From an optimization exercise on the open Yosys and OpenROAD flow, aimed at a short achievable clock period and few clock cycles per item; shortcuts taken in it are not production practice.
RTL that was checked went through simulation tests only; none was proved equivalent to the original.
No functional check of the RTL was part of run 2.
Power figures rest on the tool's default switching activity, not on a simulated workload.

==> flow/design.v <==
package pfs_pkg;
    localparam int CFG_W = 13;
endpackage
module pixel_frame_statistics_unit (
    input  logic                      i_clk,
    input  logic                      i_rst_n,
    input  logic                      i_cfg_we,
    input  logic [pfs_pkg::CFG_W-1:0] i_cfg_wdata,
    input  logic                      i_pix_valid,
    output logic                      o_pix_ready,
    input  logic [24:0]               i_pix,
    output logic                      o_rpt_valid,
    input  logic                      i_rpt_ready,
    output logic [50:0]               o_rpt
);
    localparam int QD = 4;                    
    localparam int QA = $clog2(QD);
    localparam int OW = $clog2(QD + 1) + 1;   
    function automatic logic f_gt(input logic [11:0] a, input logic [11:0] b);
        logic [11:0] g, l;
        logic [5:0]  g2, l2;
        logic [2:0]  g4, l4;
        g = a & ~b;
        l = ~a & b;
        for (int i = 0; i < 6; i++) begin
            g2[i] = g[2*i+1] | (~l[2*i+1] & g[2*i]);
            l2[i] = l[2*i+1] | (~g[2*i+1] & l[2*i]);
        end
        for (int i = 0; i < 3; i++) begin
            g4[i] = g2[2*i+1] | (~l2[2*i+1] & g2[2*i]);
            l4[i] = l2[2*i+1] | (~g2[2*i+1] & l2[2*i]);
        end
        f_gt = g4[2] | (~l4[2] & (g4[1] | (~l4[1] & g4[0])));
    endfunction
    logic        r_ready;
    logic        a_v;
    logic [24:0] a_pix;
    logic [7:0]  a_xs;                
    logic [7:0]  a_xc;                
    logic        a_we;
    logic [12:0] a_wd;
    logic [7:0]  in_r, in_g, in_b;
    assign o_pix_ready = r_ready;
    assign in_r = i_pix[24:17];
    assign in_g = i_pix[16:9];
    assign in_b = i_pix[8:1];
    always_ff @(posedge i_clk) begin
        a_v   <= i_rst_n & i_pix_valid & r_ready;
        a_pix <= i_pix;
        a_xs  <= in_r ^ in_g ^ in_b;
        a_xc  <= (in_r & in_g) | (in_r & in_b) | (in_g & in_b);
        a_we  <= i_rst_n & i_cfg_we;
        a_wd  <= i_cfg_wdata;
    end
    logic [11:0] r_wm1;
    logic [11:0] r_col, r_row;
    logic        wrap;
    logic        b_v, b_eof;
    logic [9:0]  b_sum;
    logic [47:0] b_rec;               
    assign wrap = !f_gt(r_wm1, r_col);
    always_ff @(posedge i_clk) begin
        if (!i_rst_n) begin
            r_wm1 <= 12'd639;
            r_col <= '0;
            r_row <= '0;
        end else begin
            if (a_we) begin
                if (a_wd == 13'd0)
                    r_wm1 <= 12'd0;
                else if (a_wd[12] && a_wd[11:0] != 12'd0)
                    r_wm1 <= 12'd4095;
                else
                    r_wm1 <= 12'(a_wd - 13'd1);
            end
            if (a_v) begin
                if (a_pix[0]) begin
                    r_col <= '0;
                    r_row <= '0;
                end else if (wrap) begin
                    r_col <= '0;
                    if (r_row != 12'hfff) r_row <= r_row + 12'd1;
                end else begin
                    r_col <= r_col + 12'd1;
                end
            end
        end
    end
    always_ff @(posedge i_clk) begin
        b_v   <= i_rst_n & a_v;
        b_eof <= a_pix[0];
        b_sum <= {2'b00, a_xs} + {1'b0, a_xc, 1'b0};
        b_rec <= {r_col, r_row, a_pix[24:1]};
    end
    logic        r_first;
    logic [9:0]  r_bsum, r_dsum;
    logic [2:0][7:0] r_max, r_min, b_px;
    logic        take_b, take_d;
    logic        c_v, c_tb, c_td;
    logic [47:0] c_rec;
    logic [47:0] r_brec, r_drec;
    logic [47:0] fin_b, fin_d;
    logic        r_wr;
    assign b_px   = b_rec[23:0];
    assign take_b = r_first || f_gt(12'(b_sum), 12'(r_bsum));
    assign take_d = r_first || f_gt(12'(r_dsum), 12'(b_sum));
    always_ff @(posedge i_clk) begin
        if (!i_rst_n) begin
            r_first <= 1'b1;
            r_wr    <= 1'b0;
            c_v     <= 1'b0;
        end else begin
            if (b_v) r_first <= b_eof;
            r_wr <= b_v & b_eof;
            c_v  <= b_v;
        end
    end
    always_ff @(posedge i_clk) begin
        if (!i_rst_n) begin
            r_bsum <= '0;
            r_dsum <= '0;
            r_max  <= '0;
            r_min  <= '0;
        end else if (b_v) begin
            if (take_b) r_bsum <= b_sum;
            if (take_d) r_dsum <= b_sum;
            for (int i = 0; i < 3; i++) begin
                if (r_first || f_gt(12'(b_px[i]), 12'(r_max[i]))) r_max[i] <= b_px[i];
                if (r_first || f_gt(12'(r_min[i]), 12'(b_px[i]))) r_min[i] <= b_px[i];
            end
        end
    end
    always_ff @(posedge i_clk) begin
        c_tb  <= take_b;
        c_td  <= take_d;
        c_rec <= b_rec;
    end
    assign fin_b = c_tb ? c_rec : r_brec;
    assign fin_d = c_td ? c_rec : r_drec;
    always_ff @(posedge i_clk) begin
        if (c_v) begin
            r_brec <= fin_b;
            r_drec <= fin_d;
        end
    end
    logic [143:0]  wdata;
    logic [143:0]  q_mem [0:QD-1];
    logic [QA-1:0] q_wp, q_rp;
    logic [OW-1:0] q_cnt;
    logic          q_empty;           
    logic [143:0]  head;
    assign wdata = {fin_b, fin_d, r_max, r_min};
    assign head  = q_mem[q_rp];
    always_ff @(posedge i_clk) begin
        if (r_wr) q_mem[q_wp] <= wdata;
    end
    logic [3:0]  r_kind;              
    logic        r_ov;
    logic [50:0] r_out;
    logic        out_load;
    logic        pop;
    logic [50:0] nxt;
    logic [OW-1:0] cnt_pop, cnt_keep;
    assign out_load    = !r_ov || i_rpt_ready;
    assign pop         = out_load && !q_empty && r_kind[3];
    assign o_rpt_valid = r_ov;
    assign o_rpt       = r_out;
    always_comb begin
        if (q_empty) begin
            nxt = {2'd0, fin_b, 1'b0};
        end else begin
            nxt = ({51{r_kind[0]}} & {2'd0, head[143:96], 1'b0})
                | ({51{r_kind[1]}} & {2'd1, head[95:48], 1'b0})
                | ({51{r_kind[2]}} & {2'd2, 24'd0, head[47:24], 1'b0})
                | ({51{r_kind[3]}} & {2'd3, 24'd0, head[23:0], 1'b1});
        end
    end
    always_ff @(posedge i_clk) begin
        if (!i_rst_n) r_out <= '0;
        else if (out_load) r_out <= nxt;
    end
    assign cnt_keep = q_cnt + OW'(r_wr);
    assign cnt_pop  = q_cnt + OW'(r_wr) - OW'(1);
    always_ff @(posedge i_clk) begin
        if (!i_rst_n) begin
            q_wp    <= '0;
            q_rp    <= '0;
            q_cnt   <= '0;
            q_empty <= 1'b1;
            r_kind  <= 4'b0001;
            r_ov    <= 1'b0;
        end else begin
            if (r_wr) q_wp <= (q_wp == QA'(QD - 1)) ? '0 : q_wp + QA'(1);
            if (pop)  q_rp <= (q_rp == QA'(QD - 1)) ? '0 : q_rp + QA'(1);
            q_cnt   <= pop ? cnt_pop : cnt_keep;
            q_empty <= pop ? (cnt_pop == '0) : (cnt_keep == '0);
            if (out_load) begin
                r_ov <= !q_empty || r_wr;
                if (!q_empty || r_wr) r_kind <= {r_kind[2:0], r_kind[3]};
            end
        end
    end
    logic [OW-1:0] r_owed;
    logic          eof_in;
    logic          rdy_00, rdy_10, rdy_01, rdy_11;
    assign eof_in = i_pix_valid & r_ready & i_pix[0];
    assign rdy_00 = (r_owed + OW'(1)) <= OW'(QD);
    assign rdy_10 = (r_owed + OW'(2)) <= OW'(QD);
    assign rdy_01 = r_owed <= OW'(QD);
    assign rdy_11 = (r_owed + OW'(1)) <= OW'(QD);
    always_ff @(posedge i_clk) begin
        if (!i_rst_n) begin
            r_owed  <= '0;
            r_ready <= 1'b1;
        end else begin
            r_owed  <= r_owed + OW'(eof_in) - OW'(pop);
            unique case ({eof_in, pop})
                2'b00: r_ready <= rdy_00;
                2'b10: r_ready <= rdy_10;
                2'b01: r_ready <= rdy_01;
                default: r_ready <= rdy_11;
            endcase
        end
    end
endmodule
==> flow/run.sh <==
#!/bin/bash
# synth_recipe.tcl (not shown) runs the flow's synth.tcl, then flattens the netlist and writes it again
# the make line also repeats each setting of config.mk as NAME=value (left out here)
make -C /OpenROAD-flow-scripts/flow DESIGN_CONFIG=/design/flow/config.mk WORK_HOME=/design/flow/orfs CLKGATE_MAP_FILE= SYNTH_SCRIPT=/design/flow/synth_recipe.tcl finish
==> flow/config.mk <==
export PLATFORM = sky130hd
export DESIGN_NAME = pixel_frame_statistics_unit
export DESIGN_NICKNAME = pixel_frame_statistics_unit
export VERILOG_FILES = /design/flow/design.v
export SDC_FILE = /design/flow/constraint.sdc
export NUM_CORES = 4
export LEC_CHECK = 0
export ABC_CLOCK_PERIOD_IN_PS = 1500
export CAP_MARGIN = 20
export CORE_MARGIN = 2
export CORE_UTILIZATION = 40
export PLACE_DENSITY = 0.6
export SETUP_SLACK_MARGIN = 3.0
export SLEW_MARGIN = 20
==> flow/constraint.sdc <==
create_clock -name core_clock -period 4.5 [get_ports {i_clk}]
set_input_delay 0.9000 -clock core_clock [delete_from_list [all_inputs] [get_ports {i_clk}]]
set_output_delay 0.9000 -clock core_clock [all_outputs]
set_load 0.01 [all_outputs]
==> notes.md, run 1 <==
----------------------------------------------------
[Run status]
  Run status ... finished clean

[Die]
  Die Footprint ... slightly below 0.1 mm2
  Die Y ... 314 um
  Initial Util ... 0.404
  CORE AREA ... 0.0952 mm2
  Count of boundary I/O pins ... 96
  Number of rows in the core area ... about 110
  Horizontal die dimension ... 314 um

[Place]
  Final Wtd Congestion ... just under 0.8
  Half-perimeter wire length after detailed placement ... approximately 50000 um
  Number of buffers added on ports ... 95
  Placed standard-cell area ... 0.0413 mm2

[Final layout]
  Number of fill cells ... 7603
  Number of nets at the end of the flow ... 2803
  Final design instance area without fill ... 0.0491 mm2
  Fraction of final layout cells with drive strength greater than 1 ... 0.383
  Area growth from synthesis to layout ... 27.8%
  Final standard cell utilization of the core ... 0.516
  Multi-input logic area ... 0.0120 mm2
  Flip-flop and latch area ... 0.0273 mm2

[Detailed routing]
  Count of antenna-violating nets left after detailed routing ... 0
  DRC violation count after routing ... 0
  Total vias in the final route ... around 22000
  Wire length per cell ... 24.5 um
  Total iterations of the first detailed-routing run ... 7
  Initial DRC Count ... 1802
  Average via count per standard cell ... 5.45
  Aggregate routed wire length ... 99700 um

[Synth]
  Number of unique standard cell types used by synthesis ... 70
  Synthesized net count ... 2481
  Netlist area before placement ... 0.0384 mm2
  Async set-or-reset flop fraction in the synthesized netlist ... 0
  Flip-flop cell with the highest count after synthesis ... edfxtp_1
  Synthesized area per cell ... 16.0 um2
  Flip-flop and latch count after synthesis ... just over 1000
  Sequential cell area fraction in the yosys report ... 0.705
  Number of synthesis warnings ... 1
  Top post-synthesis cells by area ... edfxtp_1 (53%), dfxtp_1 (18%), mux4_2 (8.4%)
  Post-synth top area cell ... edfxtp_1
  Synth top area share ... 0.525
  Gate count of the mapped netlist ... 2400
  EDFF count, synth ... between 600 and 700

[STA]
  Maximum clock skew at final layout ... ~28 ps
  Final critical delay including setup and external delays ... approximately 2200 ps
  Total Negative Setup Slacks ... 0 ps
  Actual transition at the worst max-transition pin ... 950 ps
  Final number of setup-violating endpoints ... 0
  Worst slew margin relative to its limit ... 0.366
  Total count of hold-check failures in the final report ... 0
  RSZ-0062 raised after global routing ... yes
  Highest clock frequency the design can meet ... 0.453 GHz
  Pins Over Slew Limit ... 0
  Period utilisation layout ... 0.491

[Setup path]
  Critical path class ... flop to flop
  CP max-delay cell ... mux4_2
  Required time of the critical path ... roughly 5000 ps
  Highest fanout seen on the critical path ... 7
  Kind of start point of the critical path ... flop
  Critical path endpoint category ... flop
  Highest cell delay on the worst timing path ... 520 ps
  Cells along the critical path ... buf_12, buf_6, mux4_2, a22oi_2, a21oi_1, a21oi_2, o21ai_0, and2_1
  Arrival time worst endpoint ... 2770 ps
  Family of cells with the greatest summed delay on the critical path ... compound AO/OA/AOI/OAI gates
  Buf/Inv on CP ... 2

[Global route]
  Remaining Overflow, GRT ... 0
  GRT Resource Usage Total ... 0.193
  Pin count of the biggest net entering global routing ... 87
  Vias in the first global route ... 22700
  Number of antenna violations at the first check in global routing ... 3
  Global-route wire length before repair ... 143000 um

[Power]
  Switching power total ... 4.39 mW
  Reg power frac ... 0.521
  Logic gate share of total power ... 0.056
  VDD IR max ... approximately 0.00031 V
  Power per unit of standard cell area ... 408 mW/mm2
  Switching Share ... 0.219
  Power Internal ... 15.6 mW
  Leak pwr ... approximately 17 nW
  Clk pwr share ... 0.423

[Clock tree]
  Clock Latency Late Sink ... between 600 and 700 ps
  Cell at the root of the clock tree ... clkbuf_16
  CTS hold repair buffers ... 0
  Clock tree from TritonCTS ... built
  Clock transition at the register clock pins on the worst setup and hold paths after CTS ... 60 ps
  CTS buffer count ... 103
  CTS sink cnt ... 1017
  Total number of H-tree levels ... 3
  Maximum buffer depth of the clock tree ... 3

[Min path]
  Class of the worst hold path ... flop to flop

[Flow run]
  Number of max-capacitance violations reported ... 0

----------------------------------------------------
==> power groups by stage <==
| stage | sequential, mW | combinational [mW] | clock [mW] |
|---|---|---|---|
| 2_1_floorplan | 10.5 | 0.626 | 0 |
| 3_3_place_gp | 10.6 | 0.851 | 0 |
| 3_5_place_dp | 10.6 | 0.885 | 0 |
| 4_1_cts | 10.4 | 1.06 | 8.62 |
| 5_1_grt | 10.5 | 1.22 | 8.99 |
| 6_report | 10.4 | 1.13 | 8.48 |
==> worst reg2reg max path: cells and delay by family, from the launching register on <==
family                 cells  cell delay, ps
AO/OA/AOI/OAI              4             590
buffers and inverters      2             340
flip-flops                 1             470
multiplexers               1             530
AND/OR/NAND/NOR            1             170
==> cells in the mapped netlist (35+ instances only) <==
cell type  number
a21oi_1        82
nand2_1       147
o21ai_0        92
nor2_1         99
mux4_2        144
clkbuf_1       83
dfxtp_1       345
edfxtp_1      672
mux2_2         96
and2_1         35
a22oi_1        82
inv_1          82
mux2i_1        95
==> cell type report <==
type / count / area share
timing repair buffer: 325 / 0.0916
antenna: 1 / 0.0000510
clock buffer: 152 / 0.0636
tap: 1265 / 0.0322
inverter: 82 / 0.00667
multi-input combinational: 1193 / 0.243
sequential: 1017 / 0.557
clock inverter: 40 / 0.00583
==> state kept, by name (all words and copies together) (netlist names), 12 cells and up, named ones only <==
register and cells:
q_mem 576, r_out 51, b_rec 48, c_rec 48
r_brec 48, r_drec 48, a_pix 25, r_max 24
r_min 24, a_wd 13, r_col 12, r_row 12
r_wm1 12
==> per-layer routing <==
metal,wire [um],part of all wire,global-route usage,vias up
li1,-,-,-,9841
met1,44400,0.45,0.267,11500
met2,48000,0.48,0.322,715
met3,5100,0.051,0.0250,143
met4,2140,0.021,0.0556,0
met5,0,0,0,-
==> worst paths after layout <==
path | startpoint | end | slack [ps] | cells after the start
worst min register to register | b_rec[30] | c_rec[30] | 310 | 0
worst min-delay path | b_rec[30] | c_rec[30] | 310 | 0
worst max-delay path | flop | r_out[8] | 2290 | 8
worst max register to register | flop | r_out[8] | 2290 | 8
==> what timing repair did <==
action,CTS,global route
buffers inserted,118,30
gates resized for setup,605,143
endpoints found under the setup margin,1337,654
pin swaps,91,61
gates cloned,29,31
==> placed cells by master (no fill, tap or decap), drive strengths merged, types with 12 or more instances in the layout <==
cell and instances:
a21oi 82, a22oi 82, and2 42, buf 261, clkbuf 175, clkdlybuf4s50 38
clkinv 31, dfxtp 345, edfxtp 672, ha 28, inv 87, maj3 25
mux2 96, mux2i 95, mux4 144, nand2 147, nand2b 30, nand3 18
nor2 99, nor2b 28, nor3 15, o21ai 95, o22ai 14, xnor2 12
xor2 13
==> cell families (layout without fill, tap and decap cells) <==
logic type	count (synthesis)	in the layout	synth area share
DFF	1017	1017	0.705
and+or+nand+nor	413	421	0.0520
AOI/OAI and AO/OA	347	349	0.0585
muxes	335	335	0.137
buffers and inverters	200	599	0.0207
adders and majority gates	63	63	0.0211
xor gates and xnor gates	25	25	0.00570
other	0	1	0
==> per-stage QoR <==
step / power [mW] / hold WS, ps / cells / worst slack [ps]
after CTS: 20.1 / 319 / 4013 / 2290
after global placement: 11.5 / 311 / 3674 / 1340
after global routing: 20.7 / 308 / 4074 / 2210
after floorplan: 11.1 / 310 / 2400 / 1980
after detailed placement: 11.5 / 312 / 3674 / 1280
final: 20.0 / 309 / 4075 / 2290
Testbench counts, summed over its fixed seeds: cycles 11,236, pixels 11,032.
==> inputs of run 2 (changes only) <==
--- a/flow/design.v
+++ b/flow/design.v
@@ -118,8 +118,3 @@
     always_ff @(posedge i_clk) begin
-        if (!i_rst_n) begin
-            r_bsum <= '0;
-            r_dsum <= '0;
-            r_max  <= '0;
-            r_min  <= '0;
-        end else if (b_v) begin
+        if (b_v) begin
             if (take_b) r_bsum <= b_sum;
==> run 2 against run 1 <==
  * Non-clock buffer count up 68
  * Register-to-register slack worse by 260 ps
  * Worst setup slack got worse by 260 ps
  * Critical endpoint is now r_max[0]
==> notes.md, run 2 <==
----------------------------------------------------
[Synth]
  Synthesized area per cell ... 17.1 um2
  Number of synthesis warnings ... 1
  Flip-flop cell with the highest count after synthesis ... edfxtp_1
  EDFF count, synth ... 740
  Gate count of the mapped netlist ... roughly 2200
  Top post-synthesis cells by area ... edfxtp_1 (58%), dfxtp_1 (15%), mux4_2 (8.5%)
  Async set-or-reset flop fraction in the synthesized netlist ... 0
  Synth top area share ... 0.582
  Number of unique standard cell types used by synthesis ... 73
  Netlist area before placement ... 0.0382 mm2
  Leading post-synthesis cells by instance count ... edfxtp_1 (740), dfxtp_1 (277), mux4_2 (144), mux2_2 (120), o21ai_0 (93)
  Most used standard cell by instance count after synthesis ... edfxtp_1
  Sequential cell area fraction in the yosys report ... 0.728
  Flip-flop and latch count after synthesis ... 1017
  Synthesized net count ... between 2000 and 2500
  Post-synth top area cell ... edfxtp_1

[STA]
  Final number of setup-violating endpoints ... 0
  Worst slew margin relative to its limit ... 0.348
  Pins Over Slew Limit ... 0
  Crit path setup slack, layout ... 2030 ps
  Total count of hold-check failures in the final report ... 0
  Total Negative Setup Slacks ... 0 ps
  Period utilisation layout ... 0.550
  Maximum clock skew at final layout ... 32.8 ps
  Highest clock frequency the design can meet ... 0.404 GHz
  RSZ-0062 raised after global routing ... yes
  Hold slack ... 319 ps
  Final critical delay including setup and external delays ... 2470 ps
  Actual transition at the worst max-transition pin ... 976 ps

[Detailed routing]
  Total vias in the final route ... 22000
  Total iterations of the first detailed-routing run ... 5
  DRC violation count after routing ... 0
  Wire length per cell ... 26.3 um
  Routed wl met2 ... 53000 um
  Count of antenna-violating nets left after detailed routing ... 0
  Aggregate routed wire length ... 105000 um
  Met3 Routed Length ... 5880 um
  Average via count per standard cell ... 5.50
  Sum of routed wire segments on met1 ... between 40000 and 50000 um
  Initial DRC Count ... between 2000 and 2500
  Uppermost signal routing layer after detailed routing ... met4

[Clock tree]
  Clock transition at the register clock pins on the worst setup and hold paths after CTS ... 60 ps
  Cell at the root of the clock tree ... clkbuf_16
  Clock tree from TritonCTS ... built
  Maximum buffer depth of the clock tree ... 3
  CTS buffer count ... 105
  Clock Latency Late Sink ... between 600 and 700 ps
  CTS sink cnt ... just over 1000
  CTS hold repair buffers ... 0
  Total number of H-tree levels ... 3

[Final layout]
  Flip-flop count of the largest register after layout ... 576
  Flip-flop and latch area ... 0.0280 mm2
  Number of nets at the end of the flow ... 2714
  Fraction of final layout cells with drive strength greater than 1 ... 0.440
  Final design instance area without fill ... 0.0508 mm2
  Registers with the most flip-flops ... q_mem: 576 flops, r_out: 51 flops
  Final cell count without fillers ... approximately 4000
  Register ranked first by flip-flop count ... q_mem
  Commonest non-fill, non-tap cells in the layout ... edfxtp_1 (740), dfxtp_1 (177), mux4_2 (144)
  Multi-input logic area ... 0.0113 mm2
  Number of fill cells ... around 7300
  Area growth from synthesis to layout ... 33.2%
  Most common cell after layout, fill and taps aside ... edfxtp_1
  Final standard cell utilization of the core ... 0.536
  Total inserted antenna cells ... 0

[Setup path]
  Arrival time worst endpoint ... approximately 2900 ps
  Critical path class ... flop to flop
  Highest fanout seen on the critical path ... 8
  Required time of the critical path ... 4870 ps
  Critical path endpoint category ... flop
  Kind of start point of the critical path ... flop

[Flow run]
  Number of max-capacitance violations reported ... 0

[Global route]
  Vias in the first global route ... 22400
  Remaining Overflow, GRT ... 0
  Number of antenna violations at the first check in global routing ... 5
  Pin count of the biggest net entering global routing ... between 60 and 70
  Global-route wire length before repair ... 145000 um
  GRT Resource Usage Total ... 0.200

[Place]
  Placed Cells incl. Taps ... 3515
  Half-perimeter wire length after detailed placement ... 47400 um
  Number of buffers added on ports ... 95
  Placed standard-cell area ... 0.0411 mm2
  Final Wtd Congestion ... 0.772
  Worst slack at placement ... 1330 ps

[Die]
  Initial Util ... 0.403
  CORE AREA ... about 0.095 mm2
  Horizontal die dimension ... about 310 um
  Count of boundary I/O pins ... 96
  Number of rows in the core area ... around 110
  Die Footprint ... 0.0979 mm2
  Die Y ... 313 um

[Power]
  VDD IR max ... 0.000384 V
  Power after layout ... 20.6 mW
  Power per unit of standard cell area ... 406 mW/mm2
  Leak pwr ... between 15 and 20 nW

[Min path]
  Class of the worst hold path ... flop to flop

[Run status]
  Run status ... finished clean

----------------------------------------------------
-- run 2: cell types whose count changed after synthesis, sizes merged, moves of 28 or more --
cell / delta
edfxtp: +68
nor2: -67
and2: +28
mux2i: -87
dfxtp: -68
nand2: -60
-- run 2: worst max-delay path, cell delays in order, from the launching register on --
cell and delay [ps]:
edfxtp_1 390, nand2b_4 150, maj3_2 310, maj3_2 350, maj3_2 330, a211o_1 240
o2111ai_2 80, and3_4 310
-- run 2: worst paths after layout --
| path | to | startpoint | slack (ps) | cells after the start |
|---|---|---|---|---|
| max | r_max[0] | r_max[0] | 2030 | 7 |
| min | c_rec[38] | b_rec[38] | 320 | 0 |
| max reg2reg | r_max[0] | r_max[0] | 2030 | 7 |
| min reg2reg | c_rec[38] | b_rec[38] | 320 | 0 |
-- run 2: final cells by class --
class                   count  share of cell area
clock buffers             135              0.0590
flip-flops and latches   1017               0.550
repair buffers            393               0.118
clock inverters            64              0.0134
well taps                1265              0.0311
inverters                  78             0.00625
multi-input cells        1038               0.222
-- run 2: cell families (layout without fill, tap and decap cells) --
family,Yosys count,after routing,share of synthesized area
compound gates,343,343,0.0564
xor+xnor,25,25,0.00574
fa+ha+maj,67,67,0.0223
buf+inv,183,670,0.0200
flops,1017,1017,0.728
mux,272,272,0.122
simple gates,322,331,0.0456
-- run 2: routing by layer --
| layer | track usage | up-vias |
|---|---|---|
| met5 | 0 | - |
| met4 | 0.0519 | 0 |
| met3 | 0.0308 | 181 |
| met2 | 0.347 | 735 |
| met1 | 0.261 | 11500 |
| li1 | - | 9509 |
-- run 2: report_power, final --
part | switching [mW] | total, mW | internal (mW)
clock network | 3.71 | 9.03 | 5.32
registers | 0.227 | 10.5 | 10.3
logic | 0.566 | 1.09 | 0.526
-- run 2: repair_timing --
action                                 in CTS  in global routing
setup endpoints to repair                1309                763
cloned                                     53                 31
endpoints found under the hold margin       0                  0
pin swaps                                 107                103
resized for setup                         696                194
buffers inserted                          137                 55

-- separate check: timing with driven ports --
How much do the figures lean on ideal ports? The routed layouts below were timed once more, with nothing changed but the port constraints.
Step 1 sets driving cells, clkbuf_16 on the clock port and buf_2 on the other inputs (assumed; they add their load-dependent delay and slew).
Step 2 moves the port delays by t, midway between the first and last clock arrival at a register: inputs arrive t later, outputs are due t later. That takes back most of the time a late clock gives input paths.
a / b / c = no drivers / after step 1 / after step 2; a / b = the first two.
| run | t, ns | setup slack, ns | worst register clock-pin slew, ns |
|---|---|---|---|
| run 1 | 0.726 | 2.291 / 2.291 / 1.829 | 0.07 / 0.07 |
| run 2 | 0.743 | 2.027 / 2.027 / 1.996 | 0.07 / 0.07 |
After both steps every run listed still meets setup and hold. For run 1, which loses most, drivers alone change the setup slack by 0.000 ns; drivers and shift together by -0.462 ns.
